Background: an optimization exercise with open tools, aiming at small area, a short achievable clock period and few clock cycles per item. Do not read the settings as production practice.
Function was checked by simulation only, so behaviour that the tests miss may differ from the original.

==> flow/design.v (outline; a module is shown in full before it is edited, if it fits) <==
// module fu_controller: 61 lines
// module operand_skew: 27 lines
// module pe_array: 2469 lines
// module leaky_relu_stage: 9 lines
// module maxpool_stage: 94 lines
// module conv_engine: 120 lines
module conv_engine (
	input  wire                                 clk,
	input  wire                                 rst_n,
	input  wire                                 start,
	input  wire [1:0]                           op,
	input  wire                                 in_valid,
	output logic                                in_ready,
	input  wire [4*16-1:0]       in_ifm,
	input  wire [4*16-1:0]       in_wgt,
	input  wire                                 in_last,
	output logic                                out_valid,
	input  wire                                 out_ready,
	output logic [4*16-1:0]      out_data,
	output logic                                out_last,
	output logic                                done
);
  // ...
==> flow/run.sh <==
#!/bin/bash
# synth_recipe.tcl (not shown) runs the flow's synth.tcl, then flattens the netlist and writes it again
# the make line also repeats each setting of config.mk as NAME=value (left out here)
make -C /OpenROAD-flow-scripts/flow DESIGN_CONFIG=/design/flow/config.mk WORK_HOME=/design/flow/orfs CLKGATE_MAP_FILE= SYNTH_SCRIPT=/design/flow/synth_recipe.tcl finish
==> flow/config.mk <==
export PLATFORM = sky130hd
export DESIGN_NAME = conv_engine
export DESIGN_NICKNAME = conv_engine
export VERILOG_FILES = /design/flow/design.v
export SDC_FILE = /design/flow/constraint.sdc
export NUM_CORES = 4
export LEC_CHECK = 0
export CAP_MARGIN = 20
export CORE_MARGIN = 2
export CORE_UTILIZATION = 40
export SLEW_MARGIN = 20
==> flow/constraint.sdc <==
create_clock -name core_clock -period 10.0 [get_ports {clk}]
set_input_delay 2.0000 -clock core_clock [delete_from_list [all_inputs] [get_ports {clk}]]
set_output_delay 2.0000 -clock core_clock [all_outputs]
set_load 0.01 [all_outputs]
==> flow_summary.html, run 1 <==
<table>
<tr><th>Metric</th><th>Value</th></tr>
<tr><th colspan="2">Timing</th></tr>
<tr><td>Hold violation count in the final report</td><td>0</td></tr>
<tr><td>Minimum clock period</td><td>5.145 ns</td></tr>
<tr><td>Total setup violations reported at the end of the flow</td><td>0</td></tr>
<tr><td>RSZ-0062 raised after global routing</td><td>no</td></tr>
<tr><th colspan="2">Placement</th></tr>
<tr><td>Cell count after placement</td><td>5984</td></tr>
<tr><th colspan="2">Floorplan</th></tr>
<tr><td>Placeable core area</td><td>0.1125 mm2</td></tr>
<tr><td>Die Y-Extent</td><td>340.8 um</td></tr>
<tr><td>Top-level port count</td><td>204</td></tr>
<tr><td>Num tapcells</td><td>1500</td></tr>
<tr><th colspan="2">Layout</th></tr>
<tr><td>Post-route cell area</td><td>0.05083 mm2</td></tr>
<tr><td>Number of clock-tree buffers in the layout</td><td>89</td></tr>
<tr><td>Sequential fraction of total cell area</td><td>0.2544</td></tr>
<tr><td>Final cell count without fillers</td><td>6109</td></tr>
<tr><th colspan="2">GRT</th></tr>
<tr><td>GRT Max-Usage Layer</td><td>met2</td></tr>
<tr><td>Global routing met1 resource utilization</td><td>0.3302</td></tr>
<tr><td>All-layer global routing usage</td><td>0.2235</td></tr>
<tr><td>Vias in the first global route</td><td>33590</td></tr>
<tr><td>Pin count of the biggest net entering global routing</td><td>71</td></tr>
<tr><th colspan="2">Critical path</th></tr>
<tr><td>Delay contributed by the slowest stage of the critical path</td><td>0.65 ns</td></tr>
<tr><td>Worst setup EP type</td><td>register</td></tr>
<tr><td>Launching element type of the critical path</td><td>register</td></tr>
<tr><td>Worst R2R Setup Slack</td><td>4.85 ns</td></tr>
<tr><td>Arr. time, crit path</td><td>5.66 ns</td></tr>
<tr><th colspan="2">Synth</th></tr>
<tr><td>Area share of and/or/nand/nor cells after synthesis</td><td>0.08211</td></tr>
<tr><td>Number of synthesized flops with an enable pin</td><td>96</td></tr>
<tr><td>Sequential share of the synthesized area</td><td>0.2849</td></tr>
<tr><td>Top FF cell, synth</td><td>sky130_fd_sc_hd__dfxtp_1</td></tr>
<tr><td>Synthesized cell area</td><td>0.04538 mm2</td></tr>
<tr><td>Xor and xnor area share after synthesis</td><td>0.1112</td></tr>
<tr><td>Top post-synthesis cells by area</td><td>sky130_fd_sc_hd__dfxtp_1 21%, sky130_fd_sc_hd__fa_1 17%, sky130_fd_sc_hd__ha_1 12%, sky130_fd_sc_hd__xnor2_1 9.2%, sky130_fd_sc_hd__a22oi_1 6.8%</td></tr>
<tr><td>Area share of fa/ha/maj cells after synthesis</td><td>0.2864</td></tr>
<tr><th colspan="2">Run status</th></tr>
<tr><td>Outcome</td><td>complete, no violations</td></tr>
</table>
Testbench counts, summed over its fixed seeds: cycles 14,572, tiles 384.
==> module operand_skew, before the edit <==
module operand_skew (
	input  wire                                  clk,
	input  wire                                  rst_n,
	input  wire [1:0]                            row,
	input  wire                                  take,
	input  wire                                  take_last,
	input  wire [4-1:0][16-1:0]   ifm,
	input  wire [4-1:0][16-1:0]   wgt,
	output logic [16-1:0]                x_q,
	output logic [4-1:0][16-1:0]  y_q,
	output logic                                 v_q,
	output logic                                 last_q
);
	always_ff @(posedge clk) begin
		x_q <= ifm[row];
		y_q <= wgt;
	end
	always_ff @(posedge clk or negedge rst_n) begin
		if (!rst_n) begin
			v_q <= 1'b0;
			last_q <= 1'b0;
		end else begin
			v_q <= take;
			last_q <= take_last;
		end
	end
endmodule
==> module maxpool_stage, before the edit <==
module maxpool_stage (
	input  wire                                  clk,
	input  wire                                  rst_n,
	input  wire                                  start,
	input  wire                                  busy,
	input  wire [1:0]                            op,
	input  wire [1:0]                            row_id,
	input  wire                                  row_final,
	input  wire [4-1:0][16-1:0]   row_data,
	output logic                                 out_valid,
	input  wire                                  out_ready,
	output logic [4-1:0][16-1:0]  out_data,
	output logic                                 out_last,
	output logic                                 done
);
	logic                                 pool_on;
	logic                                 leaky_on;
	logic [1:0]                           word_q;
	logic                                 sent_q;
	logic                                 ev_fin_q;
	logic [1:0][16-1:0]           ev_q;
	logic [1:0][16-1:0]           ev_act;
	logic [4-1:0][16-1:0]  row_act;
	logic [4-1:0][16-1:0]  word;
	logic                                 word_ok;
	logic                                 load;
	function automatic logic gt(input logic [16-1:0] a, input logic [16-1:0] b);
		gt = $signed(a) > $signed(b);
	endfunction
	assign pool_on = (op == 2'd2);
	assign leaky_on = (op == 2'd1) || (op == 2'd2);
	for (genvar c = 0; c < 4; c++) begin : g_act
		leaky_relu_stage u_act (.on(leaky_on), .x(row_data[c]), .y(row_act[c]));
	end
	for (genvar j = 0; j < 2; j++) begin : g_ev_act
		leaky_relu_stage u_act (.on(1'b1), .x(ev_q[j]), .y(ev_act[j]));
	end
	always_comb begin
		word = row_act;
		if (pool_on) begin
			word = '0;
			for (int j = 0; j < 2; j++) begin
				if (gt(ev_q[j], row_data[2*j]) && gt(ev_q[j], row_data[2*j+1])) begin
					word[j] = ev_act[j];
				end else if (gt(row_data[2*j+1], row_data[2*j])) begin
					word[j] = row_act[2*j+1];
				end else begin
					word[j] = row_act[2*j];
				end
			end
		end
	end
	assign word_ok = busy && !sent_q && row_final &&
		(pool_on ? (row_id == {word_q[0], 1'b1}) && ev_fin_q : (row_id == word_q));
	assign load = word_ok && (!out_valid || out_ready);
	always_ff @(posedge clk) begin
		if (!row_id[0]) begin
			for (int j = 0; j < 2; j++) begin
				ev_q[j] <= gt(row_data[2*j+1], row_data[2*j]) ? row_data[2*j+1] : row_data[2*j];
			end
		end
		if (load) begin
			out_data <= word;
		end
	end
	always_ff @(posedge clk or negedge rst_n) begin
		if (!rst_n) begin
			ev_fin_q <= 1'b0;
			word_q <= '0;
			sent_q <= 1'b0;
			out_valid <= 1'b0;
			out_last <= 1'b0;
			done <= 1'b0;
		end else begin
			if (!row_id[0]) begin
				ev_fin_q <= row_final;
			end
			done <= out_valid && out_ready && out_last;
			if (start) begin
				word_q <= '0;
				sent_q <= 1'b0;
			end else if (load) begin
				word_q <= word_q + 1'b1;
				sent_q <= pool_on ? word_q[0] : (word_q == 2'd3);
			end
			if (load) begin
				out_valid <= 1'b1;
				out_last <= pool_on ? word_q[0] : (word_q == 2'd3);
			end else if (out_ready) begin
				out_valid <= 1'b0;
			end
		end
	end
endmodule
==> module conv_engine, before the edit <==
module conv_engine (
	input  wire                                 clk,
	input  wire                                 rst_n,
	input  wire                                 start,
	input  wire [1:0]                           op,
	input  wire                                 in_valid,
	output logic                                in_ready,
	input  wire [4*16-1:0]       in_ifm,
	input  wire [4*16-1:0]       in_wgt,
	input  wire                                 in_last,
	output logic                                out_valid,
	input  wire                                 out_ready,
	output logic [4*16-1:0]      out_data,
	output logic                                out_last,
	output logic                                done
);
	localparam int N = 4;
	localparam int W = 16;
	logic [1:0]               row;
	logic                     take;
	logic                     take_last;
	logic [1:0]               cur_op;
	logic                     busy;
	logic                     clear;
	logic [W-1:0]             x_q;
	logic [N-1:0][W-1:0]      y_q;
	logic                     v_q;
	logic                     last_q;
	logic [N-1:0][W-1:0]      s_hi;
	logic [N-1:0][W-1:0]      c_hi;
	logic [N-1:0]             c9;
	logic [N-1:0][W-1:0]      s_q;
	logic [N-1:0][W-1:0]      c_q;
	logic [N-1:0]             c9_q;
	logic                     plast_q;
	logic [N-1:0][W-1:0]      ring [N];
	logic [N-1:0]             fin_q;
	logic [1:0]               head_row;
	logic [1:0]               tail_row;
	fu_controller u_controller (
		.clk       (clk),
		.rst_n     (rst_n),
		.start     (start),
		.op        (op),
		.in_valid  (in_valid),
		.in_last   (in_last),
		.in_ready  (in_ready),
		.done      (done),
		.row       (row),
		.take      (take),
		.take_last (take_last),
		.cur_op    (cur_op),
		.busy      (busy),
		.clear     (clear)
	);
	operand_skew u_operands (
		.clk       (clk),
		.rst_n     (rst_n),
		.row       (row),
		.take      (take),
		.take_last (take_last),
		.ifm       (in_ifm),
		.wgt       (in_wgt),
		.x_q       (x_q),
		.y_q       (y_q),
		.v_q       (v_q),
		.last_q    (last_q)
	);
	pe_array u_mul (
		.x       (x_q),
		.x_valid (v_q),
		.y       (y_q),
		.s_hi    (s_hi),
		.c_hi    (c_hi),
		.c9      (c9)
	);
	always_ff @(posedge clk) begin
		s_q <= s_hi;
		c_q <= c_hi;
		c9_q <= c9;
	end
	assign head_row = row - 2'd2;
	assign tail_row = row - 2'd3;
	always_ff @(posedge clk) begin
		for (int c = 0; c < N; c++) begin
			ring[N-1][c] <= (clear ? '0 : ring[0][c]) + s_q[c] + c_q[c] + W'(c9_q[c]);
		end
		for (int r = 0; r < N - 1; r++) begin
			ring[r] <= ring[r+1];
		end
	end
	always_ff @(posedge clk or negedge rst_n) begin
		if (!rst_n) begin
			plast_q <= 1'b0;
			fin_q <= '0;
		end else begin
			plast_q <= last_q;
			if (start) begin
				fin_q <= '0;
			end else if (plast_q) begin
				fin_q[head_row] <= 1'b1;
			end
		end
	end
	maxpool_stage u_out (
		.clk       (clk),
		.rst_n     (rst_n),
		.start     (start),
		.busy      (busy),
		.op        (cur_op),
		.row_id    (tail_row),
		.row_final (fin_q[tail_row]),
		.row_data  (ring[N-1]),
		.out_valid (out_valid),
		.out_ready (out_ready),
		.out_data  (out_data),
		.out_last  (out_last),
		.done      (done)
	);
endmodule
==> run 2, diff against run 1 <==
--- a/flow/design.v
+++ b/flow/design.v
@@ -83,53 +83,60 @@
 module operand_skew (
 	input  wire                                  clk,
 	input  wire                                  rst_n,
 	input  wire [1:0]                            row,
 	input  wire                                  take,
 	input  wire                                  take_last,
 	input  wire [4-1:0][16-1:0]   ifm,
 	input  wire [4-1:0][16-1:0]   wgt,
-	output logic [16-1:0]                x_q,
+	output logic [7:0]                           one_q,
+	output logic [7:0]                           two_q,
+	output logic [7:0]                           neg_q,
 	output logic [4-1:0][16-1:0]  y_q,
-	output logic                                 v_q,
 	output logic                                 last_q
 );
+	logic [16:0] xe;
+	logic [7:0]          one_d;
+	logic [7:0]          two_d;
+	logic [7:0]          neg_d;
+	assign xe = {ifm[row], 1'b0};
+	for (genvar i = 0; i < 8; i++) begin : g_enc
+		assign one_d[i] = take & (xe[2*i+1] ^ xe[2*i]);
+		assign two_d[i] = take & ((xe[2*i+2] & ~xe[2*i+1] & ~xe[2*i]) | (~xe[2*i+2] & xe[2*i+1] & xe[2*i]));
+		assign neg_d[i] = take & xe[2*i+2];
+	end
 	always_ff @(posedge clk) begin
-		x_q <= ifm[row];
 		y_q <= wgt;
 	end
 	always_ff @(posedge clk or negedge rst_n) begin
 		if (!rst_n) begin
-			v_q <= 1'b0;
+			one_q <= '0;
+			two_q <= '0;
+			neg_q <= '0;
 			last_q <= 1'b0;
 		end else begin
-			v_q <= take;
+			one_q <= one_d;
+			two_q <= two_d;
+			neg_q <= neg_d;
 			last_q <= take_last;
 		end
 	end
 endmodule
 `default_nettype wire
 `default_nettype none
 module pe_array (
-	input  wire        [15:0] x,
-	input  wire               x_valid,
+	input  wire [7:0]         b_one,
+	input  wire [7:0]         b_two,
+	input  wire [7:0]         b_neg,
 	input  wire [3:0]  [15:0] y,
 	output logic [3:0] [15:0] s_hi,
 	output logic [3:0] [15:0] c_hi,
 	output logic [3:0]        c9
 );
-	logic [16:0] xe;
-	assign xe = {x, 1'b0};
-	logic [7:0] b_one, b_two, b_neg;
-	for (genvar i = 0; i < 8; i++) begin : g_enc
-		assign b_one[i] = x_valid & (xe[2*i+1] ^ xe[2*i]);
-		assign b_two[i] = x_valid & ((xe[2*i+2] & ~xe[2*i+1] & ~xe[2*i]) | (~xe[2*i+2] & xe[2*i+1] & xe[2*i]));
-		assign b_neg[i] = x_valid & xe[2*i+2];
-	end
 	logic m0_p0_0;
 	assign m0_p0_0 = (((b_one[0] & y[0][0]) | (b_two[0] & 1'b0)) ^ b_neg[0]);
 	logic m0_p0_1;
 	assign m0_p0_1 = (((b_one[0] & y[0][1]) | (b_two[0] & y[0][0])) ^ b_neg[0]);
 	logic m0_p0_2;
 	assign m0_p0_2 = (((b_one[0] & y[0][2]) | (b_two[0] & y[0][1])) ^ b_neg[0]);
 	logic m0_p0_3;
 	assign m0_p0_3 = (((b_one[0] & y[0][3]) | (b_two[0] & y[0][2])) ^ b_neg[0]);
@@ -2609,54 +2616,50 @@
 	output logic                                 done
 );
 	logic                                 pool_on;
 	logic                                 leaky_on;
 	logic [1:0]                           word_q;
 	logic                                 sent_q;
 	logic                                 ev_fin_q;
 	logic [1:0][16-1:0]           ev_q;
-	logic [1:0][16-1:0]           ev_act;
 	logic [4-1:0][16-1:0]  row_act;
 	logic [4-1:0][16-1:0]  word;
 	logic                                 word_ok;
 	logic                                 load;
 	function automatic logic gt(input logic [16-1:0] a, input logic [16-1:0] b);
 		gt = $signed(a) > $signed(b);
 	endfunction
 	assign pool_on = (op == 2'd2);
 	assign leaky_on = (op == 2'd1) || (op == 2'd2);
 	for (genvar c = 0; c < 4; c++) begin : g_act
 		leaky_relu_stage u_act (.on(leaky_on), .x(row_data[c]), .y(row_act[c]));
 	end
-	for (genvar j = 0; j < 2; j++) begin : g_ev_act
-		leaky_relu_stage u_act (.on(1'b1), .x(ev_q[j]), .y(ev_act[j]));
-	end
 	always_comb begin
 		word = row_act;
 		if (pool_on) begin
 			word = '0;
 			for (int j = 0; j < 2; j++) begin
-				if (gt(ev_q[j], row_data[2*j]) && gt(ev_q[j], row_data[2*j+1])) begin
-					word[j] = ev_act[j];
-				end else if (gt(row_data[2*j+1], row_data[2*j])) begin
+				if (gt(ev_q[j], row_act[2*j]) && gt(ev_q[j], row_act[2*j+1])) begin
+					word[j] = ev_q[j];
+				end else if (gt(row_act[2*j+1], row_act[2*j])) begin
 					word[j] = row_act[2*j+1];
 				end else begin
 					word[j] = row_act[2*j];
 				end
 			end
 		end
 	end
 	assign word_ok = busy && !sent_q && row_final &&
 		(pool_on ? (row_id == {word_q[0], 1'b1}) && ev_fin_q : (row_id == word_q));
 	assign load = word_ok && (!out_valid || out_ready);
 	always_ff @(posedge clk) begin
 		if (!row_id[0]) begin
 			for (int j = 0; j < 2; j++) begin
-				ev_q[j] <= gt(row_data[2*j+1], row_data[2*j]) ? row_data[2*j+1] : row_data[2*j];
+				ev_q[j] <= gt(row_act[2*j+1], row_act[2*j]) ? row_act[2*j+1] : row_act[2*j];
 			end
 		end
 		if (load) begin
 			out_data <= word;
 		end
 	end
 	always_ff @(posedge clk or negedge rst_n) begin
 		if (!rst_n) begin
@@ -2709,19 +2712,20 @@
 	localparam int N = 4;
 	localparam int W = 16;
 	logic [1:0]               row;
 	logic                     take;
 	logic                     take_last;
 	logic [1:0]               cur_op;
 	logic                     busy;
 	logic                     clear;
-	logic [W-1:0]             x_q;
+	logic [7:0]               one_q;
+	logic [7:0]               two_q;
+	logic [7:0]               neg_q;
 	logic [N-1:0][W-1:0]      y_q;
-	logic                     v_q;
 	logic                     last_q;
 	logic [N-1:0][W-1:0]      s_hi;
 	logic [N-1:0][W-1:0]      c_hi;
 	logic [N-1:0]             c9;
 	logic [N-1:0][W-1:0]      s_q;
 	logic [N-1:0][W-1:0]      c_q;
 	logic [N-1:0]             c9_q;
 	logic                     plast_q;
@@ -2748,24 +2752,26 @@
 	operand_skew u_operands (
 		.clk       (clk),
 		.rst_n     (rst_n),
 		.row       (row),
 		.take      (take),
 		.take_last (take_last),
 		.ifm       (in_ifm),
 		.wgt       (in_wgt),
-		.x_q       (x_q),
+		.one_q     (one_q),
+		.two_q     (two_q),
+		.neg_q     (neg_q),
 		.y_q       (y_q),
-		.v_q       (v_q),
 		.last_q    (last_q)
 	);
 	pe_array u_mul (
-		.x       (x_q),
-		.x_valid (v_q),
+		.b_one   (one_q),
+		.b_two   (two_q),
+		.b_neg   (neg_q),
 		.y       (y_q),
 		.s_hi    (s_hi),
 		.c_hi    (c_hi),
 		.c9      (c9)
 	);
 	always_ff @(posedge clk) begin
 		s_q <= s_hi;
 		c_q <= c_hi;
==> flow/config.mk (replaced) <==
export PLATFORM = sky130hd
export DESIGN_NAME = conv_engine
export DESIGN_NICKNAME = conv_engine
export VERILOG_FILES = /design/flow/design.v
export SDC_FILE = /design/flow/constraint.sdc
export NUM_CORES = 4
export LEC_CHECK = 0
export CAP_MARGIN = 20
export CORE_MARGIN = 2
export CORE_UTILIZATION = 40
export SETUP_SLACK_MARGIN = 5
export SLEW_MARGIN = 20
==> flow_summary.html, run 2 <==
<table>
<tr><th>Metric</th><th>Value</th></tr>
<tr><th colspan="2">Run status</th></tr>
<tr><td>Outcome</td><td>complete, no violations</td></tr>
<tr><th colspan="2">Synth</th></tr>
<tr><td>Fraction of registers with async set or reset after synthesis</td><td>0.08361</td></tr>
<tr><td>Syn Nets</td><td>5370</td></tr>
<tr><td>Most frequent cell after synthesis</td><td>sky130_fd_sc_hd__dfxtp_1</td></tr>
<tr><td>Number of synthesized flops with an enable pin</td><td>96 (unchanged)</td></tr>
<tr><td>Mean instance size in the synthesized netlist</td><td>9.968 um2</td></tr>
<tr><td>Cell types with the highest counts after synthesis</td><td>452 x sky130_fd_sc_hd__dfxtp_1, 448 x sky130_fd_sc_hd__a22oi_1, 427 x sky130_fd_sc_hd__inv_1</td></tr>
<tr><td>Top FF cell, synth</td><td>sky130_fd_sc_hd__dfxtp_1</td></tr>
<tr><td>Share of the synthesized area in the top cell type</td><td>0.2006</td></tr>
<tr><td>Sequential share of the synthesized area</td><td>0.2923 (+0.007374)</td></tr>
<tr><td>Post-synthesis sequential element count</td><td>598</td></tr>
<tr><td>Synth area leader</td><td>sky130_fd_sc_hd__dfxtp_1</td></tr>
<tr><td>Top post-synthesis cells by area</td><td>sky130_fd_sc_hd__dfxtp_1 20%, sky130_fd_sc_hd__fa_1 17%, sky130_fd_sc_hd__ha_1 9.2%, sky130_fd_sc_hd__xnor2_1 7.5%, sky130_fd_sc_hd__a22oi_1 7.5%</td></tr>
<tr><td>Count of distinct cell types in the synthesized netlist</td><td>99</td></tr>
<tr><td>Synth Warn #</td><td>6</td></tr>
<tr><td>Synthesized cell area</td><td>0.04511 mm2 (-0.60%)</td></tr>
<tr><td>Post-synthesis instance total</td><td>4525</td></tr>
<tr><th colspan="2">Job</th></tr>
<tr><td>Max-cap viol count</td><td>0</td></tr>
<tr><th colspan="2">Timing</th></tr>
<tr><td>Tightest slew margin relative to the limit</td><td>0.3110</td></tr>
<tr><td>Fin. max-slew vios</td><td>0</td></tr>
<tr><td>Post-route clock skew</td><td>0.02500 ns</td></tr>
<tr><td>Post-Route Setup TNS</td><td>0 ns</td></tr>
<tr><td>Hold violation count in the final report</td><td>0 (unchanged)</td></tr>
<tr><td>Transition time of the tightest slew-check pin</td><td>1.034 ns</td></tr>
<tr><td>Final Cycle Share</td><td>0.5195</td></tr>
<tr><td>Minimum clock period</td><td>5.195 ns (+0.04993 ns)</td></tr>
<tr><td>Total setup violations reported at the end of the flow</td><td>0 (unchanged)</td></tr>
<tr><td>RSZ-0062 raised after global routing</td><td>yes</td></tr>
<tr><td>Worst slack on hold paths</td><td>0.3129 ns</td></tr>
<tr><td>Highest Clock Rate</td><td>192.5 MHz</td></tr>
<tr><th colspan="2">GRT</th></tr>
<tr><td>Vias in the first global route</td><td>34680 (+3.3%)</td></tr>
<tr><td>Total congestion overflow after global routing</td><td>0</td></tr>
<tr><td>All-layer global routing usage</td><td>0.2206 (-0.002979)</td></tr>
<tr><td>Number of antenna violations at the first check in global routing</td><td>0</td></tr>
<tr><td>Pin count of the biggest net entering global routing</td><td>79 (+11%)</td></tr>
<tr><td>Wire length of the first global-routing pass</td><td>202.8 mm</td></tr>
<tr><th colspan="2">Critical path</th></tr>
<tr><td>Worst Reg-to-Reg Cells</td><td>25</td></tr>
<tr><td>Highest-delay cell along the critical path</td><td>sky130_fd_sc_hd__or4b_4</td></tr>
<tr><td>Crit Reg-Reg Endpoint</td><td>u_out.out_data[25]</td></tr>
<tr><td>Launching element type of the critical path</td><td>register</td></tr>
<tr><td>Worst R2R Setup Slack</td><td>4.80 ns (-0.05 ns)</td></tr>
<tr><td>Highest net fanout along the worst path</td><td>7</td></tr>
<tr><td>Delay contributed by the slowest stage of the critical path</td><td>0.56 ns (-0.09 ns)</td></tr>
<tr><td>Worst setup EP type</td><td>register</td></tr>
<tr><td>WS Path Type</td><td>reg -&gt; reg</td></tr>
<tr><td>Required time reported for the critical path endpoint</td><td>10.39 ns</td></tr>
<tr><td>Most numerous cell on the critical path</td><td>sky130_fd_sc_hd__ha_4</td></tr>
<tr><td>Critical register-to-register path startpoint</td><td>ring[3][54]</td></tr>
<tr><td>Arr. time, crit path</td><td>5.59 ns (-0.07 ns)</td></tr>
<tr><th colspan="2">Placement</th></tr>
<tr><td>Half-perimeter wire length of the detailed placement result</td><td>86.81 mm</td></tr>
<tr><td>Post-Place Cell Area</td><td>0.04812 mm2</td></tr>
<tr><td>Count of buffers inserted at the top-level ports</td><td>203</td></tr>
<tr><td>Gp weighted congestion</td><td>0.8914</td></tr>
<tr><th colspan="2">Route</th></tr>
<tr><td>Initial DRC count</td><td>3135</td></tr>
<tr><td>Total via count after detailed routing</td><td>34130</td></tr>
<tr><td>Post-route ant nets</td><td>0</td></tr>
<tr><td>Via/cell ratio</td><td>5.524</td></tr>
<tr><td>DRC viols</td><td>0</td></tr>
<tr><td>Average wire per standard cell</td><td>21.05 um</td></tr>
<tr><td>Wire length reported by the detailed router</td><td>130.1 mm</td></tr>
<tr><td>Initial DRT Pass Iterations</td><td>6</td></tr>
<tr><th colspan="2">Clocking</th></tr>
<tr><td>Sink Count</td><td>598</td></tr>
<tr><td>Number of buffers on the longest clock path</td><td>3</td></tr>
<tr><td>Latest clock arrival within the worst-skew pair</td><td>0.64 ns</td></tr>
<tr><td>CTS clock-pin slew for the worst setup and hold paths</td><td>0.07 ns</td></tr>
<tr><td>Hold-fix buffers at CTS</td><td>0</td></tr>
<tr><td>CTS tree</td><td>yes</td></tr>
<tr><td>Buffer type at the clock tree root</td><td>sky130_fd_sc_hd__clkbuf_16</td></tr>
<tr><td>Number of levels in the clock H-tree</td><td>3</td></tr>
<tr><td>Number of clock buffers inserted by TritonCTS</td><td>68</td></tr>
<tr><th colspan="2">Layout</th></tr>
<tr><td>Max FFs per register</td><td>256</td></tr>
<tr><td>Total Nets Final</td><td>5471</td></tr>
<tr><td>Number of antenna diodes</td><td>0</td></tr>
<tr><td>Number of fill cells</td><td>10270</td></tr>
<tr><td>Fraction of layout cells with a size suffix above 1</td><td>0.1332</td></tr>
<tr><td>Commonest non-fill, non-tap cell in the layout</td><td>sky130_fd_sc_hd__a22oi_1</td></tr>
<tr><td>Post-route cell area</td><td>0.05330 mm2 (+4.9%)</td></tr>
<tr><td>Top library cells by usage in the layout, fill and taps aside</td><td>447 x sky130_fd_sc_hd__a22oi_1, 413 x sky130_fd_sc_hd__inv_1, 408 x sky130_fd_sc_hd__dfxtp_1</td></tr>
<tr><td>Area overhead of the layout relative to synthesis</td><td>18.18%</td></tr>
<tr><td>Largest Register</td><td>ring</td></tr>
<tr><th colspan="2">Floorplan</th></tr>
<tr><td>Area of the die</td><td>0.1155 mm2</td></tr>
<tr><td>Placeable core area</td><td>0.1122 mm2 (-0.27%)</td></tr>
<tr><td>Top-level port count</td><td>204 (unchanged)</td></tr>
<tr><td>Row count</td><td>123</td></tr>
<tr><td>Die width</td><td>339.8 um</td></tr>
<tr><td>Die Y-Extent</td><td>339.8 um (-0.30%)</td></tr>
<tr><td>Initial cell density of the core</td><td>0.4020</td></tr>
<tr><th colspan="2">Worst hold path</th></tr>
<tr><td>Hold/Removal Path Class</td><td>reg -&gt; reg</td></tr>
<tr><td>Hold path cells</td><td>0</td></tr>
<tr><td>Hold path endpoint</td><td>ring[1][23]</td></tr>
<tr><td>Hold Path Origin</td><td>ring[2][23]</td></tr>
</table>
run 2: cell types whose count changed in the layout (fill, tap and decap cells not counted), sizes merged, moves of 18 or more:
cell	delta
a21o	-19
a22oi	+35
and2	-39
buf	+121
dfrtp	+23
ha	-104
inv	-43
mux2i	-21
nand2b	+23
nand3	+24
nand4	-19
o21a	+18
xnor2	-90
xor2	+120
run 2: worst max path at each step:
stage / slack [ns] / startpoint / cells after the start / endpoint
floorplan: 5.01 / ring[3][50] / 26 / u_out.out_data[30]
global placement: 3.45 / ring[3][41] / 18 / u_out.out_data[19]
detailed placement: 3.32 / ring[3][41] / 18 / u_out.out_data[16]
CTS: 4.85 / ring[3][36] / 27 / u_out.out_data[16]
global route: 4.65 / ring[3][36] / 27 / u_out.out_data[25]
finish: 4.80 / ring[3][54] / 25 / u_out.out_data[25]
run 2: kinds of logic (layout without fill, tap and decap cells):
kind of cell,Yosys count,after routing,share of synthesized area
buf+inv,772,922,0.06516
fa+ha+maj,721,721,0.2619
compound gates,1049,1050,0.1655
xor+xnor,606,606,0.1177
simple gates,728,730,0.08155
mux,51,51,0.01589
flops,598,598,0.2923
run 2: area by class of cell:
cell class	count	area (um2)	share of cell area
multi-input combinational	3158	30660	0.5751
sequential	598	13350	0.2504
timing repair buffer	371	3487	0.06542
clock buffer	88	1956	0.03669
tap	1500	1877	0.03521
inverter	429	1618	0.03035
clock inverter	34	364.1	0.006830
run 2: metal layers:
layer,global-route usage,up-vias,part of all wire
li1,-,15710,-
met4,0.06665,0,0.025
met3,0.04968,215,0.090
met2,0.3299,1485,0.43
met5,0,-,0
met1,0.3165,16710,0.46
run 2: worst max-delay path, delay by kind of cell, from the launching register on:
family,cells,cell delay (ns)
AOI/OAI and AO/OA,13,2.39
xor gates and xnor gates,1,0.15
adders and majority gates,3,0.72
buffers and inverters,3,0.33
DFF,1,0.36
and+or+nand+nor,5,0.98
run 2: metrics by stage:
| stage | util | setup WS [ns] | cells |
|---|---|---|---|
| finish | 0.4751 | 4.805 | 6178 |
| global route | 0.4751 | 4.653 | 6178 |
| CTS | 0.4657 | 4.847 | 6137 |
| detailed placement | 0.4289 | 3.320 | 5929 |
| global placement | 0.4289 | 3.454 | 5929 |
| floorplan | - | 5.013 | 4525 |
run 2: what timing repair did:
| item | 4_1_cts | 5_1_grt |
|---|---|---|
| gates resized for setup | 246 | 132 |
| pin swaps | 43 | 84 |
| gates cloned | 7 | 3 |
| setup endpoints to repair | 64 | 65 |
| setup buffers | 79 | 38 |
Testbench counts of run 2, summed over its fixed seeds: cycles 14,572, tiles 384.
==> run 3, diff against run 2 <==
--- a/flow/design.v
+++ b/flow/design.v
@@ -2622,4 +2622,5 @@
 	logic                                 ev_fin_q;
 	logic [1:0][16-1:0]           ev_q;
+	logic [1:0][16-1:0]           evl_q;
 	logic [4-1:0][16-1:0]  row_act;
 	logic [4-1:0][16-1:0]  word;
@@ -2639,7 +2640,7 @@
 			word = '0;
 			for (int j = 0; j < 2; j++) begin
-				if (gt(ev_q[j], row_act[2*j]) && gt(ev_q[j], row_act[2*j+1])) begin
-					word[j] = ev_q[j];
-				end else if (gt(row_act[2*j+1], row_act[2*j])) begin
+				if (gt(ev_q[j], row_data[2*j]) && gt(ev_q[j], row_data[2*j+1])) begin
+					word[j] = evl_q[j];
+				end else if (gt(row_data[2*j+1], row_data[2*j])) begin
 					word[j] = row_act[2*j+1];
 				end else begin
@@ -2655,5 +2656,11 @@
 		if (!row_id[0]) begin
 			for (int j = 0; j < 2; j++) begin
-				ev_q[j] <= gt(row_act[2*j+1], row_act[2*j]) ? row_act[2*j+1] : row_act[2*j];
+				if (gt(row_data[2*j+1], row_data[2*j])) begin
+					ev_q[j] <= row_data[2*j+1];
+					evl_q[j] <= row_act[2*j+1];
+				end else begin
+					ev_q[j] <= row_data[2*j];
+					evl_q[j] <= row_act[2*j];
+				end
 			end
 		end
@@ -2782,9 +2789,10 @@
 	always_ff @(posedge clk) begin
 		for (int c = 0; c < N; c++) begin
-			ring[N-1][c] <= (clear ? '0 : ring[0][c]) + s_q[c] + c_q[c] + W'(c9_q[c]);
+			ring[N-1][c] <= ring[0][c] + s_q[c] + c_q[c] + W'(c9_q[c]);
 		end
-		for (int r = 0; r < N - 1; r++) begin
-			ring[r] <= ring[r+1];
+		for (int r = 0; r < N - 2; r++) begin
+			ring[r+1] <= ring[r+2];
 		end
+		ring[0] <= clear ? '0 : ring[1];
 	end
 	always_ff @(posedge clk or negedge rst_n) begin
==> flow_summary.html, run 3 <==
<table>
<tr><th>Metric</th><th>Value</th></tr>
<tr><th colspan="2">Critical path</th></tr>
<tr><td>Cell breakdown of the critical path</td><td>ha_1, ha_1, a21oi_1, nand2_1, o22ai_1, o31a_1, o21ai_1, a2111oi_0, o41ai_1, a221o_1</td></tr>
<tr><td>Worst R2R Setup Slack</td><td>5.89 ns (+1.09 ns)</td></tr>
<tr><td>Worst setup EP type</td><td>register</td></tr>
<tr><td>Critical register-to-register path startpoint</td><td>ring[3][39]</td></tr>
<tr><td>Highest-delay cell along the critical path</td><td>sky130_fd_sc_hd__a2111oi_0</td></tr>
<tr><td>Delay contributed by the slowest stage of the critical path</td><td>0.72 ns (+0.16 ns)</td></tr>
<tr><td>WS Path Type</td><td>reg -&gt; reg</td></tr>
<tr><td>Arr. time, crit path</td><td>4.50 ns (-1.09 ns)</td></tr>
<tr><td>Required time reported for the critical path endpoint</td><td>10.39 ns (about the same)</td></tr>
<tr><td>Crit Reg-Reg Endpoint</td><td>u_out.out_data[24]</td></tr>
<tr><td>Most numerous cell on the critical path</td><td>sky130_fd_sc_hd__ha_1</td></tr>
<tr><td>CP Buf/Inv Count</td><td>0 (-3)</td></tr>
<tr><td>Worst Reg-to-Reg Cells</td><td>10 (-60%)</td></tr>
<tr><td>Kind of cell adding the most delay to the critical path</td><td>compound AO/OA/AOI/OAI gates</td></tr>
<tr><td>Highest net fanout along the worst path</td><td>11 (+4)</td></tr>
<tr><td>Launching element type of the critical path</td><td>register</td></tr>
<tr><th colspan="2">Layout</th></tr>
<tr><td>Util after Layout</td><td>0.4539 (-0.02124)</td></tr>
<tr><td>Fraction of layout cells with a size suffix above 1</td><td>0.06063 (-0.07255)</td></tr>
<tr><td>Max FFs per register</td><td>256 (unchanged)</td></tr>
<tr><td>Top library cells by usage in the layout, fill and taps aside</td><td>452 x sky130_fd_sc_hd__dfxtp_1, 450 x sky130_fd_sc_hd__a22oi_1, 436 x sky130_fd_sc_hd__xnor2_1</td></tr>
<tr><td>Commonest non-fill, non-tap cell in the layout</td><td>sky130_fd_sc_hd__dfxtp_1</td></tr>
<tr><td>Area overhead of the layout relative to synthesis</td><td>12.72%</td></tr>
<tr><td>Number of fill cells</td><td>10370 (+1.1%)</td></tr>
<tr><td>Total Nets Final</td><td>5141 (-6.0%)</td></tr>
<tr><td>Largest Register</td><td>ring</td></tr>
<tr><td>Final cell count without fillers</td><td>5795 (-6.2%)</td></tr>
<tr><th colspan="2">Timing</th></tr>
<tr><td>Transition time of the tightest slew-check pin</td><td>1.044 ns (+0.01015 ns)</td></tr>
<tr><td>Final worst slack</td><td>5.893 ns (+1.088 ns)</td></tr>
<tr><td>Hold violation count in the final report</td><td>0 (unchanged)</td></tr>
<tr><td>Minimum clock period</td><td>4.107 ns (-1.088 ns)</td></tr>
<tr><td>Tightest slew margin relative to the limit</td><td>0.3042 (-0.006767)</td></tr>
<tr><td>Total setup violations reported at the end of the flow</td><td>0 (unchanged)</td></tr>
<tr><td>Post-Route Setup TNS</td><td>0 ns (unchanged)</td></tr>
<tr><td>RSZ-0062 raised after global routing</td><td>no</td></tr>
<tr><td>Final Cycle Share</td><td>0.4107 (-0.1088)</td></tr>
<tr><td>Post-route clock skew</td><td>0.02709 ns (+0.002098 ns)</td></tr>
<tr><td>Highest Clock Rate</td><td>243.5 MHz (+26%)</td></tr>
<tr><td>Fin. max-slew vios</td><td>0 (unchanged)</td></tr>
<tr><th colspan="2">Synth</th></tr>
<tr><td>Synth Warn #</td><td>6 (unchanged)</td></tr>
<tr><td>Post-synthesis sequential element count</td><td>630 (+5.4%)</td></tr>
<tr><td>Top FF cell, synth</td><td>sky130_fd_sc_hd__dfxtp_1</td></tr>
<tr><td>Synthesized cell area</td><td>0.04444 mm2 (-1.5%)</td></tr>
<tr><td>Count of distinct cell types in the synthesized netlist</td><td>89 (-10%)</td></tr>
<tr><td>Cell types with the highest counts after synthesis</td><td>452 x sky130_fd_sc_hd__dfxtp_1, 450 x sky130_fd_sc_hd__a22oi_1, 436 x sky130_fd_sc_hd__xnor2_1</td></tr>
<tr><td>Fraction of registers with async set or reset after synthesis</td><td>0.07937 (-0.004247)</td></tr>
<tr><td>Post-synthesis instance total</td><td>4230 (-6.5%)</td></tr>
<tr><td>Top post-synthesis cells by area</td><td>sky130_fd_sc_hd__dfxtp_1 20%, sky130_fd_sc_hd__fa_1 17%, sky130_fd_sc_hd__ha_1 11%, sky130_fd_sc_hd__edfxtp_1 8.6%, sky130_fd_sc_hd__xnor2_1 8.6%</td></tr>
<tr><td>Mean instance size in the synthesized netlist</td><td>10.51 um2 (+5.4%)</td></tr>
<tr><td>Synth area leader</td><td>sky130_fd_sc_hd__dfxtp_1</td></tr>
<tr><td>Sequential share of the synthesized area</td><td>0.3183 (+0.02602)</td></tr>
<tr><td>Number of synthesized flops with an enable pin</td><td>128 (+33%)</td></tr>
<tr><td>Syn Nets</td><td>5125 (-4.6%)</td></tr>
<tr><td>Share of the synthesized area in the top cell type</td><td>0.2036 (+0.003016)</td></tr>
<tr><td>Most frequent cell after synthesis</td><td>sky130_fd_sc_hd__dfxtp_1</td></tr>
<tr><th colspan="2">Placement</th></tr>
<tr><td>Half-perimeter wire length of the detailed placement result</td><td>85.15 mm (-1.9%)</td></tr>
<tr><td>Cell count after placement</td><td>5659 (-4.6%)</td></tr>
<tr><td>Gp weighted congestion</td><td>0.8659 (-2.9%)</td></tr>
<tr><td>Minimum setup slack after placement</td><td>5.767 ns (+2.447 ns)</td></tr>
<tr><td>Count of buffers inserted at the top-level ports</td><td>203 (unchanged)</td></tr>
<tr><th colspan="2">GRT</th></tr>
<tr><td>Wire length of the first global-routing pass</td><td>193.2 mm (-4.7%)</td></tr>
<tr><td>All-layer global routing usage</td><td>0.2199 (-0.0006565)</td></tr>
<tr><td>Vias in the first global route</td><td>32280 (-6.9%)</td></tr>
<tr><td>Pin count of the biggest net entering global routing</td><td>69 (-13%)</td></tr>
<tr><td>Total congestion overflow after global routing</td><td>0 (unchanged)</td></tr>
<tr><td>Number of antenna violations at the first check in global routing</td><td>8 (+8)</td></tr>
<tr><th colspan="2">Route</th></tr>
<tr><td>DRC viols</td><td>0 (unchanged)</td></tr>
<tr><td>Initial DRC count</td><td>2682 (-14%)</td></tr>
<tr><td>Post-route ant nets</td><td>0 (unchanged)</td></tr>
<tr><td>Wire length reported by the detailed router</td><td>125.1 mm (-3.8%)</td></tr>
<tr><td>Via/cell ratio</td><td>5.447 (-1.4%)</td></tr>
<tr><td>Total via count after detailed routing</td><td>31560 (-7.5%)</td></tr>
<tr><td>Average wire per standard cell</td><td>21.59 um (+2.6%)</td></tr>
<tr><td>Initial DRT Pass Iterations</td><td>9 (+3)</td></tr>
<tr><th colspan="2">Worst hold path</th></tr>
<tr><td>Hold/Removal Path Class</td><td>reg -&gt; reg</td></tr>
<tr><td>Hold Path Origin</td><td>ring[2][63]</td></tr>
<tr><td>Hold path cells</td><td>0 (unchanged)</td></tr>
<tr><td>Hold path endpoint</td><td>ring[1][63]</td></tr>
<tr><th colspan="2">Clocking</th></tr>
<tr><td>Number of levels in the clock H-tree</td><td>3 (unchanged)</td></tr>
<tr><td>CTS clock-pin slew for the worst setup and hold paths</td><td>0.06 ns (about the same)</td></tr>
<tr><td>Total setup buffers inserted after CTS</td><td>0 (-100%)</td></tr>
<tr><td>CTS tree</td><td>yes</td></tr>
<tr><td>Number of buffers on the longest clock path</td><td>3 (unchanged)</td></tr>
<tr><td>Sink Count</td><td>630 (+5.4%)</td></tr>
<tr><td>Buffer type at the clock tree root</td><td>sky130_fd_sc_hd__clkbuf_16</td></tr>
<tr><td>Gates resized, CTS repair</td><td>0 (-100%)</td></tr>
<tr><td>Hold-fix buffers at CTS</td><td>0 (unchanged)</td></tr>
<tr><td>Latest clock arrival within the worst-skew pair</td><td>0.66 ns (+0.02 ns)</td></tr>
<tr><td>Number of clock buffers inserted by TritonCTS</td><td>73 (+7.4%)</td></tr>
<tr><th colspan="2">Floorplan</th></tr>
<tr><td>Row count</td><td>122 (-0.81%)</td></tr>
<tr><td>Initial cell density of the core</td><td>0.4026 (+0.0006052)</td></tr>
<tr><td>Placeable core area</td><td>0.1104 mm2 (-1.6%)</td></tr>
<tr><td>Die Y-Extent</td><td>337.3 um (-0.74%)</td></tr>
<tr><td>Area of the die</td><td>0.1138 mm2 (-1.5%)</td></tr>
<tr><td>Die width</td><td>337.3 um (-0.74%)</td></tr>
<tr><td>Top-level port count</td><td>204 (unchanged)</td></tr>
<tr><th colspan="2">Job</th></tr>
<tr><td>Max-cap viol count</td><td>0 (unchanged)</td></tr>
<tr><th colspan="2">Run status</th></tr>
<tr><td>Outcome</td><td>complete, no violations</td></tr>
</table>
-- run 3: changes by cell type after synthesis, moves of 36 or more --
cell / previous run / this run
sky130_fd_sc_hd__xor2_1: 220 / 165
sky130_fd_sc_hd__ha_1: 333 / 383
sky130_fd_sc_hd__xnor2_1: 386 / 436
sky130_fd_sc_hd__nand2_1: 202 / 158
sky130_fd_sc_hd__inv_1: 427 / 391
-- run 3: kinds of logic (layout without fill, tap and decap cells) --
group | count (synthesis) | in the layout | share of synthesized area
AND/OR/NAND/NOR | 549 | 549 | 0.06175
adder cells (fa/ha/maj) | 759 | 759 | 0.2772
buffers and inverters | 703 | 778 | 0.06009
multiplexers | 49 | 49 | 0.01571
flip-flops | 630 | 630 | 0.3183
XOR/XNOR | 601 | 601 | 0.1185
other | 0 | 2 | 0
AO/OA/AOI/OAI | 939 | 939 | 0.1485
-- run 3: how the worst max path moves through the flow --
| stage | end | cells past startpoint | start | slack, ns |
|---|---|---|---|---|
| floorplan | u_out.out_data[0] | 8 | u_controller.row[0] | 5.40 |
| global placement | u_out.out_data[57] | 5 | out_ready | 5.79 |
| detailed placement | u_out.out_data[33] | 5 | out_ready | 5.77 |
| CTS | u_out.out_data[24] | 10 | ring[3][39] | 5.91 |
| global route | u_out.out_data[24] | 10 | ring[3][39] | 5.65 |
| finish | u_out.out_data[24] | 10 | ring[3][39] | 5.89 |
-- run 3: stage by stage --
step	hold WS, ns	area [um2]
floorplan	0.3096	44440
CTS	0.3109	50080
global route	0.3179	50090
detailed placement	0.3121	47550
global placement	0.3101	47550
finish	0.3129	50090
-- run 3: layer usage --
layer  part of all wire  GRT usage  routed length, um  up-vias
met4              0.030    0.07067               3759        2
li1                   -          -                  -    14540
met5            0.00010          0                 13        -
met1               0.46     0.3140              57710    15430
met2               0.42     0.3286              52850     1339
met3              0.086    0.04950              10770      254
-- run 3: area by class of cell --
type,count,area [um2],area share
Inverter,393,1475,0.02945
Multi-Input combinational cell,2897,27650,0.5519
Clock inverter,41,541.8,0.01082
Timing Repair Buffer,251,2387,0.04766
Sequential cell,630,14190,0.2833
Tap cell,1488,1862,0.03717
Antenna cell,2,5.005,0.00009991
Clock buffer,93,1984,0.03962
Testbench counts of run 3, summed over its fixed seeds: cycles 14,572, tiles 384.
==> run 4, diff against run 3 <==
==> flow/flow/run.sh (new file) <==
#!/bin/bash
set -euo pipefail
M=${MARGIN:-6.2}
sed "s/SETUP_SLACK_MARGIN=[0-9.]*/SETUP_SLACK_MARGIN=$M/" standard.sh > standard_margin.sh
grep -q "SETUP_SLACK_MARGIN=$M" standard_margin.sh
bash standard_margin.sh > standard.log 2>&1
==> flow/standard.sh (new file) <==
#!/bin/bash
# synth_recipe.tcl (not shown) runs the flow's synth.tcl, then flattens the netlist and writes it again
# the make line also repeats each setting of config.mk as NAME=value (left out here)
make -C /OpenROAD-flow-scripts/flow DESIGN_CONFIG=/design/flow/config.mk WORK_HOME=/design/flow/orfs CLKGATE_MAP_FILE= SYNTH_SCRIPT=/design/flow/synth_recipe.tcl "${@:-finish}"
removed: flow/run.sh
==> flow_summary.html, run 4 <==
<table>
<tr><th>Metric</th><th>Value</th></tr>
<tr><th colspan="2">Critical path</th></tr>
<tr><td>CP Buf/Inv Count</td><td>3 (+3)</td></tr>
<tr><td>WS Path Type</td><td>reg -&gt; reg</td></tr>
<tr><td>Worst R2R Setup Slack</td><td>6.33 ns (+0.43 ns)</td></tr>
<tr><td>Arr. time, crit path</td><td>4.19 ns (-0.31 ns)</td></tr>
<tr><td>Worst setup EP type</td><td>register</td></tr>
<tr><td>Highest net fanout along the worst path</td><td>43 (+32)</td></tr>
<tr><td>Kind of cell adding the most delay to the critical path</td><td>adder cells</td></tr>
<tr><td>Most numerous cell on the critical path</td><td>sky130_fd_sc_hd__fa_1</td></tr>
<tr><td>Delay contributed by the slowest stage of the critical path</td><td>0.72 ns (about the same)</td></tr>
<tr><td>Crit path launch</td><td>u_operands.one_q[2]</td></tr>
<tr><td>Highest-delay cell along the critical path</td><td>sky130_fd_sc_hd__dfrtp_2</td></tr>
<tr><td>Launching element type of the critical path</td><td>register</td></tr>
<tr><td>Crit Reg-Reg Endpoint</td><td>c_q[54]</td></tr>
<tr><td>Number of stages on the worst setup path</td><td>9 (-1)</td></tr>
<tr><td>Worst Reg-to-Reg Cells</td><td>9 (-1)</td></tr>
<tr><td>Required time reported for the critical path endpoint</td><td>10.52 ns (+0.13 ns)</td></tr>
<tr><td>Critical register-to-register path startpoint</td><td>u_operands.one_q[2]</td></tr>
<tr><td>Critical path capture point</td><td>c_q[54]</td></tr>
<tr><td>Cell breakdown of the critical path</td><td>buf_6, a22oi_1, xnor2_1, fa_1, fa_1, inv_1, fa_1, inv_1, fa_1</td></tr>
<tr><th colspan="2">Clocking</th></tr>
<tr><td>Latest clock arrival within the worst-skew pair</td><td>0.67 ns (about the same)</td></tr>
<tr><td>Number of clock buffers inserted by TritonCTS</td><td>73 (unchanged)</td></tr>
<tr><td>Hold-fix buffers at CTS</td><td>0 (unchanged)</td></tr>
<tr><td>Number of levels in the clock H-tree</td><td>3 (unchanged)</td></tr>
<tr><td>CTS tree</td><td>yes</td></tr>
<tr><td>Sink Count</td><td>630 (unchanged)</td></tr>
<tr><td>Buffer type at the clock tree root</td><td>sky130_fd_sc_hd__clkbuf_16</td></tr>
<tr><td>Number of buffers on the longest clock path</td><td>3 (unchanged)</td></tr>
<tr><td>CTS clock-pin slew for the worst setup and hold paths</td><td>0.06 ns (about the same)</td></tr>
<tr><th colspan="2">Synth</th></tr>
<tr><td>Top post-synthesis cells by area</td><td>sky130_fd_sc_hd__dfxtp_1 20%, sky130_fd_sc_hd__fa_1 17%, sky130_fd_sc_hd__ha_1 11%, sky130_fd_sc_hd__edfxtp_1 8.6%, sky130_fd_sc_hd__xnor2_1 8.6%</td></tr>
<tr><td>Count of distinct cell types in the synthesized netlist</td><td>89 (unchanged)</td></tr>
<tr><td>Mean instance size in the synthesized netlist</td><td>10.51 um2 (unchanged)</td></tr>
<tr><td>Cell types with the highest counts after synthesis</td><td>452 x sky130_fd_sc_hd__dfxtp_1, 450 x sky130_fd_sc_hd__a22oi_1, 436 x sky130_fd_sc_hd__xnor2_1</td></tr>
<tr><td>Top FF cell, synth</td><td>sky130_fd_sc_hd__dfxtp_1</td></tr>
<tr><td>Synth Warn #</td><td>6 (unchanged)</td></tr>
<tr><td>Fraction of registers with async set or reset after synthesis</td><td>0.07937 (unchanged)</td></tr>
<tr><td>Post-synthesis sequential element count</td><td>630 (unchanged)</td></tr>
<tr><td>Post-synthesis instance total</td><td>4230 (unchanged)</td></tr>
<tr><td>Sequential share of the synthesized area</td><td>0.3183 (unchanged)</td></tr>
<tr><td>Syn Nets</td><td>5125 (unchanged)</td></tr>
<tr><td>Most frequent cell after synthesis</td><td>sky130_fd_sc_hd__dfxtp_1</td></tr>
<tr><td>Synthesized cell area</td><td>0.04444 mm2 (unchanged)</td></tr>
<tr><td>Number of synthesized flops with an enable pin</td><td>128 (unchanged)</td></tr>
<tr><td>Synth area leader</td><td>sky130_fd_sc_hd__dfxtp_1</td></tr>
<tr><td>Share of the synthesized area in the top cell type</td><td>0.2036 (unchanged)</td></tr>
<tr><th colspan="2">Layout</th></tr>
<tr><td>Register area</td><td>0.01420 mm2 (+0.11%)</td></tr>
<tr><td>Area overhead of the layout relative to synthesis</td><td>13.37%</td></tr>
<tr><td>Total Nets Final</td><td>5155 (+0.27%)</td></tr>
<tr><td>Number of fill cells</td><td>10280 (-0.94%)</td></tr>
<tr><td>Commonest non-fill, non-tap cell in the layout</td><td>sky130_fd_sc_hd__a22oi_1</td></tr>
<tr><td>Top library cells by usage in the layout, fill and taps aside</td><td>450 x sky130_fd_sc_hd__a22oi_1, 447 x sky130_fd_sc_hd__dfxtp_1, 436 x sky130_fd_sc_hd__xnor2_1</td></tr>
<tr><td>Area occupied by multi-input gates</td><td>0.02768 mm2 (+0.11%)</td></tr>
<tr><td>Largest Register</td><td>ring</td></tr>
<tr><td>Final cell count without fillers</td><td>5809 (+0.24%)</td></tr>
<tr><td>Max FFs per register</td><td>256 (unchanged)</td></tr>
<tr><td>Fraction of layout cells with a size suffix above 1</td><td>0.06551 (+0.004882)</td></tr>
<tr><th colspan="2">GRT</th></tr>
<tr><td>Wire length of the first global-routing pass</td><td>192.1 mm (-0.58%)</td></tr>
<tr><td>Pin count of the biggest net entering global routing</td><td>69 (unchanged)</td></tr>
<tr><td>All-layer global routing usage</td><td>0.2185 (-0.001401)</td></tr>
<tr><td>Vias in the first global route</td><td>32070 (-0.64%)</td></tr>
<tr><td>Total congestion overflow after global routing</td><td>0 (unchanged)</td></tr>
<tr><td>Number of antenna violations at the first check in global routing</td><td>2 (-6)</td></tr>
<tr><th colspan="2">Route</th></tr>
<tr><td>Average wire per standard cell</td><td>21.33 um (-1.2%)</td></tr>
<tr><td>Wire length reported by the detailed router</td><td>123.9 mm (-0.96%)</td></tr>
<tr><td>Post-route ant nets</td><td>0 (unchanged)</td></tr>
<tr><td>DRC viols</td><td>0 (unchanged)</td></tr>
<tr><td>Initial DRC count</td><td>2702 (+0.75%)</td></tr>
<tr><td>Total via count after detailed routing</td><td>31580 (+0.038%)</td></tr>
<tr><td>Initial DRT Pass Iterations</td><td>6 (-3)</td></tr>
<tr><td>Via/cell ratio</td><td>5.436 (-0.20%)</td></tr>
<tr><th colspan="2">Floorplan</th></tr>
<tr><td>Area of the die</td><td>0.1138 mm2 (unchanged)</td></tr>
<tr><td>Placeable core area</td><td>0.1104 mm2 (unchanged)</td></tr>
<tr><td>Die Y-Extent</td><td>337.3 um (unchanged)</td></tr>
<tr><td>Top-level port count</td><td>204 (unchanged)</td></tr>
<tr><td>Row count</td><td>122 (unchanged)</td></tr>
<tr><td>Initial cell density of the core</td><td>0.4026 (unchanged)</td></tr>
<tr><td>Die width</td><td>337.3 um (unchanged)</td></tr>
<tr><th colspan="2">Timing</th></tr>
<tr><td>Post-Route Setup TNS</td><td>0 ns (unchanged)</td></tr>
<tr><td>Fin. max-slew vios</td><td>0 (unchanged)</td></tr>
<tr><td>Post-route clock skew</td><td>0.03903 ns (+0.01193 ns)</td></tr>
<tr><td>Highest Clock Rate</td><td>272.1 MHz (+12%)</td></tr>
<tr><td>Transition time of the tightest slew-check pin</td><td>1.084 ns (+0.04000 ns)</td></tr>
<tr><td>Hold violation count in the final report</td><td>0 (unchanged)</td></tr>
<tr><td>Tightest slew margin relative to the limit</td><td>0.2775 (-0.02667)</td></tr>
<tr><td>Total setup violations reported at the end of the flow</td><td>0 (unchanged)</td></tr>
<tr><td>Minimum clock period</td><td>3.675 ns (-0.4318 ns)</td></tr>
<tr><td>Final Cycle Share</td><td>0.3675 (-0.04318)</td></tr>
<tr><td>RSZ-0062 raised after global routing</td><td>no</td></tr>
<tr><th colspan="2">Job</th></tr>
<tr><td>Max-cap viol count</td><td>0 (unchanged)</td></tr>
<tr><th colspan="2">Placement</th></tr>
<tr><td>Cell count after placement</td><td>5660 (+0.018%)</td></tr>
<tr><td>Half-perimeter wire length of the detailed placement result</td><td>84.71 mm (-0.51%)</td></tr>
<tr><td>Gp weighted congestion</td><td>0.8537 (-1.4%)</td></tr>
<tr><td>Count of buffers inserted at the top-level ports</td><td>203 (unchanged)</td></tr>
<tr><th colspan="2">Worst hold path</th></tr>
<tr><td>Hold/Removal Path Class</td><td>reg -&gt; reg</td></tr>
<tr><th colspan="2">Run status</th></tr>
<tr><td>Outcome</td><td>complete, no violations</td></tr>
</table>
## run 4: cell count changes in the layout (fill, tap and decap cells not counted), moves of 4 or more
| cell | before | now |
|---|---|---|
| sky130_fd_sc_hd__dfxtp_1 | 452 | 447 |
| sky130_fd_sc_hd__buf_6 | 0 | 13 |
| sky130_fd_sc_hd__dfxtp_2 | 0 | 5 |
| sky130_fd_sc_hd__clkinv_4 | 6 | 1 |
| sky130_fd_sc_hd__buf_4 | 48 | 42 |
| sky130_fd_sc_hd__dfrtp_4 | 7 | 11 |
| sky130_fd_sc_hd__dfrtp_2 | 15 | 11 |
| sky130_fd_sc_hd__bufinv_16 | 8 | 4 |
| sky130_fd_sc_hd__clkbuf_8 | 6 | 12 |
## run 4: worst register-to-register path, stage by stage (launching register included)
cell,delay [ns]
sky130_fd_sc_hd__dfrtp_2,0.72
sky130_fd_sc_hd__buf_6,0.45
sky130_fd_sc_hd__a22oi_1,0.17
sky130_fd_sc_hd__xnor2_1,0.20
sky130_fd_sc_hd__fa_1,0.47
sky130_fd_sc_hd__fa_1,0.51
sky130_fd_sc_hd__inv_1,0.05
sky130_fd_sc_hd__fa_1,0.51
sky130_fd_sc_hd__inv_1,0.06
sky130_fd_sc_hd__fa_1,0.42
## run 4: cell type report
cell class                 count  area share
multi-input combinational   2898      0.5494
sequential                   630      0.2820
inverter                     393     0.02938
clock buffer                 106     0.04294
antenna                        1  0.00004967
clock inverter                29    0.007799
timing repair buffer         264     0.05149
tap                         1488     0.03696
## run 4: kinds of logic after synthesis
| group | share of synthesized area |
|---|---|
| adders and majority gates | 0.2772 |
| AOI/OAI and AO/OA | 0.1485 |
| xor gates and xnor gates | 0.1185 |
| and+or+nand+nor | 0.06175 |
| buffers and inverters | 0.06009 |
| DFF | 0.3183 |
| muxes | 0.01571 |
## run 4: metrics by stage
step	util	setup slack [ns]	hold WS [ns]	instance area, um2
after global placement	0.4309	5.831	0.3100	47560
after floorplan	-	6.278	0.3096	44450
after detailed placement	0.4309	5.796	0.3121	47560
after CTS	0.4548	6.209	0.3122	50190
final	0.4565	6.325	0.3209	50380
after global routing	0.4565	6.201	0.3260	50380
## run 4: worst min path at each step
stage / startpoint / to / slack (ns) / cells after the start
floorplan: ring[2][0] / ring[1][0] / 0.31 / 0
global placement: ring[2][29] / ring[1][29] / 0.31 / 0
detailed placement: ring[2][13] / ring[1][13] / 0.31 / 0
CTS: ring[2][29] / ring[1][29] / 0.31 / 0
global route: ring[2][21] / ring[1][21] / 0.33 / 0
finish: ring[2][29] / ring[1][29] / 0.32 / 0
## run 4: what timing repair did
item | in CTS | in global routing
pin swaps | 0 | 2
setup endpoints to repair | 25 | 108
resized for setup | 14 | 25
cloned | 0 | 1
setup buffers | 1 | 11
## run 4: layer usage
metal	track usage	wire (um)	part of all wire	vias up
met4	0.06535	3466	0.028	0
met1	0.3135	56710	0.46	15370
met2	0.3285	52820	0.43	1403
met5	0	0	0	-
li1	-	-	-	14560
met3	0.04732	10910	0.088	243
==> run 5, diff against run 4 <==
--- a/flow/design.v
+++ b/flow/design.v
@@ -107,15 +107,12 @@
 	always_ff @(posedge clk) begin
 		y_q <= wgt;
+		one_q <= one_d;
+		two_q <= two_d;
+		neg_q <= neg_d;
 	end
 	always_ff @(posedge clk or negedge rst_n) begin
 		if (!rst_n) begin
-			one_q <= '0;
-			two_q <= '0;
-			neg_q <= '0;
 			last_q <= 1'b0;
 		end else begin
-			one_q <= one_d;
-			two_q <= two_d;
-			neg_q <= neg_d;
 			last_q <= take_last;
 		end
==> flow/flow/run.sh (replaced) <==
#!/bin/bash
set -euo pipefail
M=${MARGIN:-6.6}
sed "s/SETUP_SLACK_MARGIN=[0-9.]*/SETUP_SLACK_MARGIN=$M/" standard.sh > standard_margin.sh
grep -q "SETUP_SLACK_MARGIN=$M" standard_margin.sh
bash standard_margin.sh > standard.log 2>&1
--- a/flow/config.mk
+++ b/flow/config.mk
@@ -8,5 +8,5 @@
 export CAP_MARGIN = 20
 export CORE_MARGIN = 2
-export CORE_UTILIZATION = 40
+export CORE_UTILIZATION = 55
 export SETUP_SLACK_MARGIN = 5
 export SLEW_MARGIN = 20
==> flow_summary.html, run 5 <==
<table>
<tr><th>Metric</th><th>Value</th></tr>
<tr><th colspan="2">Run status</th></tr>
<tr><td>Outcome</td><td>complete, no violations</td></tr>
<tr><th colspan="2">Synth</th></tr>
<tr><td>Synth area leader</td><td>sky130_fd_sc_hd__dfxtp_1</td></tr>
<tr><td>Post-synthesis instance total</td><td>4197 (-0.78%)</td></tr>
<tr><td>Post-synthesis sequential element count</td><td>630 (unchanged)</td></tr>
<tr><th colspan="2">Clocking</th></tr>
<tr><td>Number of levels in the clock H-tree</td><td>3 (unchanged)</td></tr>
<tr><td>Number of clock buffers inserted by TritonCTS</td><td>70 (-4.1%)</td></tr>
<tr><td>Buffer type at the clock tree root</td><td>sky130_fd_sc_hd__clkbuf_16</td></tr>
<tr><th colspan="2">Critical path</th></tr>
<tr><td>Critical register-to-register path startpoint</td><td>u_operands.neg_q[6]</td></tr>
<tr><td>Cell breakdown of the critical path</td><td>dlygate4sd2_1</td></tr>
<tr><td>Arr. time, crit path</td><td>1.34 ns (-2.85 ns)</td></tr>
<tr><td>Kind of cell adding the most delay to the critical path</td><td>flip-flops</td></tr>
<tr><td>Highest net fanout along the worst path</td><td>1 (-98%)</td></tr>
<tr><td>Highest-delay cell along the critical path</td><td>sky130_fd_sc_hd__edfxtp_1</td></tr>
<tr><th colspan="2">Layout</th></tr>
<tr><td>Area overhead of the layout relative to synthesis</td><td>13.22%</td></tr>
<tr><td>Area occupied by multi-input gates</td><td>0.02758 mm2 (-0.34%)</td></tr>
<tr><td>Max FFs per register</td><td>256 (unchanged)</td></tr>
<tr><td>Register area</td><td>0.01416 mm2 (-0.28%)</td></tr>
<tr><th colspan="2">GRT</th></tr>
<tr><td>Met2 demand-to-capacity share in global routing</td><td>0.4287 (+0.1001)</td></tr>
<tr><td>Total congestion overflow after global routing</td><td>0 (unchanged)</td></tr>
<tr><td>GRT Max-Usage Layer</td><td>met2</td></tr>
<tr><th colspan="2">Timing</th></tr>
<tr><td>Transition time of the tightest slew-check pin</td><td>1.039 ns (-0.04495 ns)</td></tr>
<tr><td>RSZ-0062 raised after global routing</td><td>yes</td></tr>
<tr><td>Post-Route Setup TNS</td><td>0 ns (unchanged)</td></tr>
<tr><td>Fin. max-slew vios</td><td>0 (unchanged)</td></tr>
<tr><td>Final Cycle Share</td><td>0.3342 (-0.03332)</td></tr>
<tr><td>Hold violation count in the final report</td><td>0 (unchanged)</td></tr>
<tr><th colspan="2">Worst hold path</th></tr>
<tr><td>Hold/Removal Path Class</td><td>reg -&gt; reg</td></tr>
<tr><td>Hold Path Origin</td><td>ring[2][19]</td></tr>
<tr><td>Hold path endpoint</td><td>ring[1][19]</td></tr>
<tr><th colspan="2">Placement</th></tr>
<tr><td>Count of buffers inserted at the top-level ports</td><td>203 (unchanged)</td></tr>
<tr><th colspan="2">Route</th></tr>
<tr><td>DRC viols</td><td>0 (unchanged)</td></tr>
<tr><th colspan="2">Floorplan</th></tr>
<tr><td>Area of the die</td><td>0.08230 mm2 (-28%)</td></tr>
<tr><td>Initial cell density of the core</td><td>0.5562 (+0.1536)</td></tr>
<tr><td>Placeable core area</td><td>0.07913 mm2 (-28%)</td></tr>
</table>
run 5: changes by cell type after synthesis, moves of 8 or more:
cell / before / now
sky130_fd_sc_hd__a21oi_1: 134 / 152
sky130_fd_sc_hd__and3_1: 11 / 19
sky130_fd_sc_hd__clkbuf_1: 247 / 229
sky130_fd_sc_hd__o21ai_0: 99 / 116
sky130_fd_sc_hd__mux2i_1: 27 / 49
sky130_fd_sc_hd__buf_1: 53 / 66
sky130_fd_sc_hd__dfxtp_1: 452 / 476
sky130_fd_sc_hd__nor2_1: 119 / 143
sky130_fd_sc_hd__nand2_1: 158 / 139
sky130_fd_sc_hd__dfrtp_1: 50 / 26
sky130_fd_sc_hd__nand3_1: 29 / 37
sky130_fd_sc_hd__o211ai_1: 19 / 4
sky130_fd_sc_hd__a211oi_1: 38 / 13
sky130_fd_sc_hd__o221ai_1: 9 / 1
run 5: per-stage QoR:
| stage | setup WS (ns) | instance area (um2) | std cells | utilization |
|---|---|---|---|---|
| 6_report | 6.658 | 49830 | 5353 | 0.6297 |
| 5_1_grt | 6.581 | 49830 | 5352 | 0.6297 |
| 4_1_cts | 6.590 | 49230 | 5330 | 0.6222 |
| 3_5_place_dp | 5.869 | 46580 | 5191 | 0.5887 |
| 3_3_place_gp | 5.876 | 46580 | 5191 | 0.5887 |
| 2_1_floorplan | 6.295 | 44050 | 4197 | - |
run 5: cells by family after synthesis:
family | count (synthesis) | synth area share
AO/OA/AOI/OAI | 885 | 0.1383
adder cells (fa/ha/maj) | 759 | 0.2799
buffers and inverters | 692 | 0.05947
flip-flops | 630 | 0.3186
XOR/XNOR | 610 | 0.1214
AND/OR/NAND/NOR | 548 | 0.06089
multiplexers | 73 | 0.02138
run 5: cell type report:
class / instances / share of cell area
diodes: 1 / 0.00005022
clock buffers: 94 / 0.04025
clock inverters: 33 / 0.005750
inverters: 391 / 0.02953
multi-input cells: 2876 / 0.5536
flip-flops and latches: 630 / 0.2843
well taps: 1050 / 0.02636
repair buffers: 278 / 0.06024
run 5: what timing repair did:
action,CTS,global route
resized for setup,141,130
hold endpoints to repair,0,0
hold buffers,0,0
cloned,0,5
endpoints found under the setup margin,271,168
buffers inserted,12,17
pin swaps,1,10
run 5: worst max path at each step:
stage                       startpoint                  to  slack (ns)
floorplan                    out_ready   u_out.out_data[0]        6.30
global placement             out_ready  u_out.out_data[10]        5.88
detailed placement           out_ready  u_out.out_data[13]        5.87
CTS                  u_operands.y_q[8]              c_q[7]        6.59
global route               ring[3][47]  u_out.out_data[19]        6.58
finish              u_out.out_data[50]        out_data[50]        6.66
run 5: routing by layer:
layer  wire length [um]  share of wire  up-vias
met5                  0              0        -
met4               2852          0.024        0
met3              10860          0.090      194
met2              51370           0.43     1354
met1              55080           0.46    14980
li1                   -              -    14390
Testbench counts of run 5, summed over its fixed seeds: cycles 14,572, tiles 384.

[re-timing with driven ports]
The results above use ideal ports. As a check the final layouts listed here were re-extracted and re-timed, cells and wires unchanged. Step 1 assumes that a clkbuf_16 drives the clock port and a buf_2 every other input. Step 2 moves the port delays by t, midway between the first and last clock arrival at a register: inputs arrive t later, outputs are due t later. That takes back most of the time a late clock gives input paths. a / b / c = ideal / step 1 / step 2; a / b = the first two.
run	shift t [ns]	setup WS [ns]	slew at the worst register clock pin (ns)
run 1	0.694	4.855 / 4.855 / 4.855	0.07 / 0.07
run 2	0.700	4.805 / 4.805 / 4.805	0.07 / 0.07
run 3	0.718	5.893 / 5.893 / 5.753	0.07 / 0.07
run 4	0.718	6.325 / 6.313 / 5.981	0.07 / 0.07
run 5	0.669	6.658 / 6.588 / 6.086	0.07 / 0.07
After both steps setup and hold are still met in every run listed. For run 5, which loses most, drivers alone change the setup slack by -0.070 ns; drivers and shift together by -0.572 ns.
